This design comes from an exercise in tuning for small area, a short achievable clock period and few clock cycles per item on the open sky130 flow, not from production work. Function was checked by simulation only, so behaviour that the tests miss may differ from the original. The clock port is modelled as an ideal driver; clocking choices that lean on that would not hold on a real chip.

## run X
==> module alpha_compositor, before the edit <==
module alpha_compositor
(
	input logic clk,
	input logic reset,
	input logic src_valid,
	output logic src_ready,
	input blend_pkg::pixel_addr_t src_addr,
	input blend_pkg::channel_t src_r,
	input blend_pkg::channel_t src_g,
	input blend_pkg::channel_t src_b,
	input blend_pkg::channel_t src_a,
	input logic src_last,
	output logic wb_cyc,
	output logic wb_stb,
	output logic wb_we,
	output blend_pkg::pixel_addr_t wb_adr,
	output blend_pkg::rgb_t wb_dat_w,
	input blend_pkg::rgb_t wb_dat_r,
	input logic wb_ack,
	output logic frame_done
);
	logic busy;
	logic wlast;        
	logic bv;
	logic [23:0] b_s;
	logic [7:0] b_a;
	logic [23:0] b_d;
	logic [11:0] b_addr;
	logic b_last;
	logic [2:0] k1;     
	logic s1v;
	logic [15:0] s1n0;
	logic [15:0] s1n1;
	logic rdy;          
	logic hz;           
	logic rd_ack;
	logic wr_ack;
	logic free;
	logic wb_free;
	logic pv;
	logic b_done;
	logic issue_r;
	logic issue_w;
	logic load_b;
	logic s1_take;
	logic s1_load;
	logic [7:0] ch_s;
	logic [7:0] ch_d;
	logic [15:0] ch_n0;
	logic [15:0] ch_n1;
	logic [7:0] ch_q;
	assign wb_cyc = busy;
	assign wb_stb = busy;
	assign src_ready = rdy;
	assign rd_ack = busy && !wb_we && wb_ack;
	assign wr_ack = busy && wb_we && wb_ack;
	assign free = !busy || wr_ack;
	assign wb_free = !(busy && wb_we) || wb_ack;
	assign pv = src_valid && !rdy;
	assign b_done = bv && (k1 == 3'd0);
	assign issue_r = free && pv;
	assign issue_w = (rd_ack && bv) || (free && !pv && b_done);
	assign load_b = rd_ack && !hz;
	assign s1_take = s1v && wb_free;
	assign s1_load = (k1 != 3'd0) && (!s1v || s1_take);
	assign ch_s = b_s[23:16];
	assign ch_d = b_d[23:16];
	alpha_blend_sum sum_u (.s(ch_s), .d(ch_d), .a(b_a), .n0(ch_n0), .n1(ch_n1));
	alpha_blend_div div_u (.n0(s1n0), .n1(s1n1), .q(ch_q));
	always_ff @(posedge clk)
	begin
		if (!reset)
		begin
			busy <= 1'b0;
			bv <= 1'b0;
			k1 <= 3'd0;
			s1v <= 1'b0;
			rdy <= 1'b0;
			hz <= 1'b0;
			frame_done <= 1'b0;
		end
		else
		begin
			frame_done <= wr_ack && wlast;
			rdy <= load_b;
			hz <= bv && (src_addr == b_addr);
			if (issue_r || issue_w)
				busy <= 1'b1;
			else if (wb_ack)
				busy <= 1'b0;
			if (load_b)
				bv <= 1'b1;
			else if (issue_w)
				bv <= 1'b0;
			if (load_b)
				k1 <= 3'b001;
			else if (s1_load)
				k1 <= {k1[1:0], 1'b0};
			if (s1_load)
				s1v <= 1'b1;
			else if (s1_take)
				s1v <= 1'b0;
		end
	end
	always_ff @(posedge clk)
	begin
		if (issue_r)
		begin
			wb_we <= 1'b0;
			wb_adr <= src_addr;
		end
		else if (issue_w)
		begin
			wb_we <= 1'b1;
			wb_adr <= b_addr;
			wlast <= b_last;
		end
		if (rd_ack)
			b_d <= wb_dat_r;
		else if (s1_load)
			b_d[23:8] <= b_d[15:0];
		if (load_b)
		begin
			b_s <= {src_r, src_g, src_b};
			b_a <= src_a;
			b_addr <= src_addr;
			b_last <= src_last;
		end
		else if (s1_load)
			b_s[23:8] <= b_s[15:0];
		if (s1_load)
		begin
			s1n0 <= ch_n0;
			s1n1 <= ch_n1;
		end
		if (s1_take && k1[1])
			wb_dat_w[23:16] <= ch_q;
		if (s1_take && k1[2])
			wb_dat_w[15:8] <= ch_q;
		if (s1_take && k1 == 3'd0)
			wb_dat_w[7:0] <= ch_q;
	end
endmodule
clock: 8.0 ns
lec_check: 0
cap_margin: 20
core_margin: 2
core_utilization: 50
cts_buf_list: sky130_fd_sc_hd__clkbuf_4 sky130_fd_sc_hd__clkbuf_8
setup_slack_margin: 5
slew_margin: 20
tns_end_percent: 0
standard.sh (not shown) runs the stock make flow with config.mk's settings and CLKGATE_MAP_FILE= SYNTH_SCRIPT=/design/flow/synth_recipe.tcl, a recipe that flattens the netlist after the stock synthesis.
==> flow/flow/run.sh <==
#!/bin/bash
# Standard layout, with three changes to how it is made:
#  - the port buffers the standard flow's flow inserts are made from the smallest plain
#    buffer; repair still resizes any that timing needs;
#  - CTS adds no dummy loads to balance its leaf buffers;
#  - after CTS, one more setup repair pass on the worst path
#    (flow/post_cts.tcl).
set -euo pipefail
export BUFFER_PORTS_ARGS="-buffer_cell sky130_fd_sc_hd__buf_1"
export POST_CTS_TCL="$PWD/flow/post_cts.tcl"
export CTS_ARGS="-sink_clustering_enable -repair_clock_nets -dont_use_dummy_load -buf_list {sky130_fd_sc_hd__clkbuf_4 sky130_fd_sc_hd__clkbuf_8}"
bash standard.sh > standard_flow.log 2>&1
==> flow/flow/post_cts.tcl <==
puts "post_cts: worst setup slack before [worst_slack -max]"
repair_timing -setup -setup_margin 5.6 -repair_tns 0 -verbose
detailed_placement
check_placement -verbose
puts "post_cts: worst setup slack after [worst_slack -max]"
Testbench counts of run X, summed over its fixed seeds: cycles 34,519, pixels 5,905.
The inputs of run H differ from those of run X as listed below.
-- flow/design.v --
<<< run X, line 353
	logic [15:0] s1n1;
	logic rdy;          
	logic hz;           
	logic rd_ack;
	logic wr_ack;
>>> run H, line 353
	logic [15:0] s1n1;
	logic rdy;          
	logic rd_ack;
	logic wr_ack;
<<< run X, line 359
	logic wb_free;
	logic pv;
	logic b_done;
	logic issue_r;
	logic issue_w;
>>> run H, line 358
	logic wb_free;
	logic pv;
	logic pr;
	logic po;
	logic b_done;
	logic barrier;
	logic issue_r;
	logic issue_w;
<<< run X, line 378
	assign wb_free = !(busy && wb_we) || wb_ack;
	assign pv = src_valid && !rdy;
	assign b_done = bv && (k1 == 3'd0);
	assign issue_r = free && pv;
	assign issue_w = (rd_ack && bv) || (free && !pv && b_done);
	assign load_b = rd_ack && !hz;
	assign s1_take = s1v && wb_free;
	assign s1_load = (k1 != 3'd0) && (!s1v || s1_take);
>>> run H, line 380
	assign wb_free = !(busy && wb_we) || wb_ack;
	assign pv = src_valid && !rdy;
	assign pr = pv && (src_a != 8'hff);
	assign po = pv && (src_a == 8'hff);
	assign b_done = bv && (k1 == 3'd0);
	assign barrier = bv && b_last;   
	assign issue_r = free && pr && !barrier;
	assign issue_w = (rd_ack && bv) || (free && (!pr || barrier) && b_done);
	assign load_b = rd_ack || (free && po && (!bv || issue_w));
	assign s1_take = s1v && wb_free;
	assign s1_load = (k1 != 3'd0) && (!s1v || s1_take);
<<< run X, line 397
			s1v <= 1'b0;
			rdy <= 1'b0;
			hz <= 1'b0;
			frame_done <= 1'b0;
		end
>>> run H, line 402
			s1v <= 1'b0;
			rdy <= 1'b0;
			frame_done <= 1'b0;
		end
<<< run X, line 404
			frame_done <= wr_ack && wlast;
			rdy <= load_b;
			hz <= bv && (src_addr == b_addr);
			if (issue_r || issue_w)
				busy <= 1'b1;
>>> run H, line 408
			frame_done <= wr_ack && wlast;
			rdy <= load_b;
			if (issue_r || issue_w)
				busy <= 1'b1;
<<< run X, line 440
		else if (s1_load)
			b_d[23:8] <= b_d[15:0];
		if (load_b)
		begin
			b_s <= {src_r, src_g, src_b};
			b_a <= src_a;
			b_addr <= src_addr;
			b_last <= src_last;
		end
		else if (s1_load)
			b_s[23:8] <= b_s[15:0];
		if (s1_load)
		begin
>>> run H, line 443
		else if (s1_load)
			b_d[23:8] <= b_d[15:0];
		if (k1 == 3'd0)
		begin
			b_s <= {src_r, src_g, src_b};
			b_a <= src_a;
		end
		else if (s1_load)
			b_s[23:8] <= b_s[15:0];
		if (load_b)
		begin
			b_addr <= src_addr;
			b_last <= src_last;
		end
		if (s1_load)
		begin
### Flow results
Overall die width | run H below run X. Global placer's final weighted congestion | run H below run X. Compared to run X, run H has ratio of final minimum period to clock period 0.24 points higher. Run H was carried through to the last stage, and its layout satisfied the timing, DRC and antenna checks. Wire length of the first global-routing pass sits higher in run H than in run X. Run H reports a lower final design instance area without fill than run X does.
Testbench counts of run H, summed over its fixed seeds: cycles 34,025, pixels 5,905.

separate check: timing with driven ports:
In the flow no input, the clock included, has a driving cell. The finished layouts below were timed again as built, in two steps.
Step 1 sets driving cells, clkbuf_16 on the clock port and buf_2 on the other inputs (assumed; they add their load-dependent delay and slew).
Step 2 adds t to the input delays and takes it off the output delays; t is the mean of the earliest and latest rising clock arrival at the registers after step 1. Input paths then give back, and output paths get back, about the clock's delay inside the block.
Slacks: ideal / step 1 / step 2; pairs: ideal / step 1.
run	t, ns	setup slack, ns	worst register clock-pin slew, ns
run X	0.455	4.947 / 4.947 / 4.564	0.08 / 0.08
run H	0.460	4.927 / 4.927 / 4.536	0.08 / 0.08
After both steps setup and hold are still met in every run listed. The setup slack of run H, which loses most, moves by 0.000 ns with the drivers and by -0.391 ns with both steps.
